From an optimization exercise on the open Yosys and OpenROAD flow, aimed at small area, a short achievable clock period and few clock cycles per item; shortcuts taken in it are not production practice. The RTL was checked by simulation tests, not by an equivalence proof against the original design.

Setup of v29:
// muldiv_seq
module muldiv_seq #(
  parameter int W  = 64,
  parameter int CW = 7
) (
  input  logic         clk,
  input  logic         rst,
  input  logic         start,
  input  logic         op_div,
  input  logic         op_signed,
  input  logic         op_dword,
  input  logic [W-1:0] rs,
  input  logic [W-1:0] rt,
  input  logic         rd_hilo,
  input  logic         wr_hi,
  input  logic         wr_lo,
  input  logic [W-1:0] wdata,
  input  logic         kill,
  output logic         busy,
  output logic         done,
  output logic         stall,
  output logic [W-1:0] hi,
  output logic [W-1:0] lo
);
  typedef enum logic [2:0] {IDLE, MUL, NORM, DIV, FIX} state_t;
  state_t        state, nstate;
  logic [4:0]    cnt;
  logic          div_r, dw_r, neg_lo, neg_hi;
  logic [64:0]   a_r;         
  logic [65:0]   b_r;         
  logic [6:0]    lza_r, lzb_r;  
  logic          bz_r;        
  logic          ca_r, kb_r;  
  logic          xneg_r;      
  logic [7:0]    bneg_r, bone_r, btwo_r;  
  logic          corr_r;      
  logic [66:0]   s_r, c_r;    
  logic          cin_r;       
  logic [15:0]   slo_r, clo_r;  
  logic [63:0]   pl_r;        
  function automatic logic [6:0] lzc64(input logic [63:0] v);
    logic [31:0] v1; logic [31:0] c1;
    logic [15:0] v2; logic [1:0] c2 [16];
    logic [7:0]  v3; logic [2:0] c3 [8];
    logic [3:0]  v4; logic [3:0] c4 [4];
    logic [1:0]  v5; logic [4:0] c5 [2];
    logic        v6; logic [5:0] c6;
    for (int i = 0; i < 32; i++) begin
      v1[i] = v[2*i+1] | v[2*i];
      c1[i] = ~v[2*i+1];
    end
    for (int i = 0; i < 16; i++) begin
      v2[i] = v1[2*i+1] | v1[2*i];
      c2[i] = v1[2*i+1] ? {1'b0, c1[2*i+1]} : {1'b1, c1[2*i]};
    end
    for (int i = 0; i < 8; i++) begin
      v3[i] = v2[2*i+1] | v2[2*i];
      c3[i] = v2[2*i+1] ? {1'b0, c2[2*i+1]} : {1'b1, c2[2*i]};
    end
    for (int i = 0; i < 4; i++) begin
      v4[i] = v3[2*i+1] | v3[2*i];
      c4[i] = v3[2*i+1] ? {1'b0, c3[2*i+1]} : {1'b1, c3[2*i]};
    end
    for (int i = 0; i < 2; i++) begin
      v5[i] = v4[2*i+1] | v4[2*i];
  ...
Size: about 9500 cells after synthesis, roughly 79000 sq um of cells after synthesis.
clock: 10.0 ns
lec_check: 0
cap_margin: 20
core_margin: 2
core_utilization: 60
setup_slack_margin: 5
slew_margin: 20
standard.sh (not shown) runs the stock make flow with config.mk's settings and CLKGATE_MAP_FILE= SYNTH_SCRIPT=/design/flow/synth_recipe.tcl, a recipe that flattens the netlist after the stock synthesis.
==> flow/flow/run.sh <==
#!/bin/bash
# The standard layout (the standard.sh: standard synthesis, floorplan, place, CTS, route),
# with one change: ports are buffered with buf_1 cells (sized up later as needed) instead of
# the default clkdlybuf4s50_1.
set -euo pipefail
bash standard.sh 'BUFFER_PORTS_ARGS=-buffer_cell sky130_fd_sc_hd__buf_1' finish > standard_flow.log 2>&1
Testbench counts of v29, summed over its fixed seeds: cycles 18,205, ops 3,200.
Setup changes, v29 to v45
diff --git a/flow/config.mk b/flow/config.mk
--- a/flow/config.mk
+++ b/flow/config.mk
@@ -10 +10 @@
-export CORE_UTILIZATION = 60
+export CORE_UTILIZATION = 55
### Flow results
Per the comparison of v45 with v29, per-cell routed wire length went up 3.3%, global-route usage now smaller, cell depth of the worst flop-to-flop path went down. Compared with v29, v45 ends up with a larger final cell area. Against v29 as the reference, v45 delivers a lower sequential share of cell area. The library cell contributing the largest single delay on the critical path comes out sky130_fd_sc_hd__fa_1 in one run and sky130_fd_sc_hd__fa_2 in the other, namely in v29 and v45 respectively.
diff inputs: v45 => v6
diff --git a/flow/config.mk b/flow/config.mk
--- a/flow/config.mk
+++ b/flow/config.mk
@@ -10 +10 @@
-export CORE_UTILIZATION = 55
+export CORE_UTILIZATION = 65
Findings:
Going from v45 to v6, number of placement rows saw a decrease; number of buffers added by the clock tree synthesis step saw a decrease.
What ended v6 was a tool error in 5_1_grt; the run never finished.
I/O pin count of v6 is on par with v45.
What v32 does differently from v6 at the input level:
diff --git a/flow/config.mk b/flow/config.mk
--- a/flow/config.mk
+++ b/flow/config.mk
@@ -10,2 +10,2 @@
-export CORE_UTILIZATION = 65
-export SETUP_SLACK_MARGIN = 5
+export CORE_UTILIZATION = 60
+export SETUP_SLACK_MARGIN = 4
## What came out
v32 completed every stage of the flow, and the final layout passed the timing, design-rule and antenna checks.
Compared with v6, in v32 instance count of the mapped netlist roughly the same, width of the die went up by 14 microns, synthesized area divided by synthesized cell count barely changed, synthesized netlist net count now sits at about the same level.
Reported for v32 and v6, adder and majority gate portion of the synthesized area turned out identical to the last digit.
Taking v6 as the reference, in v32 total standard cell area after synthesis has remained practically unchanged; estimated wirelength of the detail-placed design shows a reduction of 1.4 mm; number of post-CTS setup repair buffers shows a reduction of 163.

afterwards: timing with drivers on the ports:
The flow's constraints put no driver on any port. The routed layouts listed below were extracted and timed again, unchanged, in two steps. Step 1 assumes that a clkbuf_16 drives the clock port and a buf_2 every other input. Step 2 also shifts input and output timing later by t, the mid clock arrival at the registers, as if the neighbouring blocks saw the same clock. a / b / c = ideal / step 1 / step 2; a / b = the first two.
run	shift t [ns]	setup WS [ns]	worst hold slack (ns)	worst setup path at the end	worst slew at a driven data input, ns
v29	0.789	4.630 / 4.630 / 4.343	0.483 / 0.483 / 0.483	input to register	0.22
v45	0.790	4.532 / 4.532 / 4.344	0.484 / 0.484 / 0.484	input to register	0.19
v32	0.780	4.090 / 4.038 / 3.420	0.479 / 0.479 / 0.479	input to register	0.20
After both steps setup and hold are still met in every run listed. For v32, which loses most, drivers alone change the setup slack by -0.052 ns; drivers and shift together by -0.670 ns.
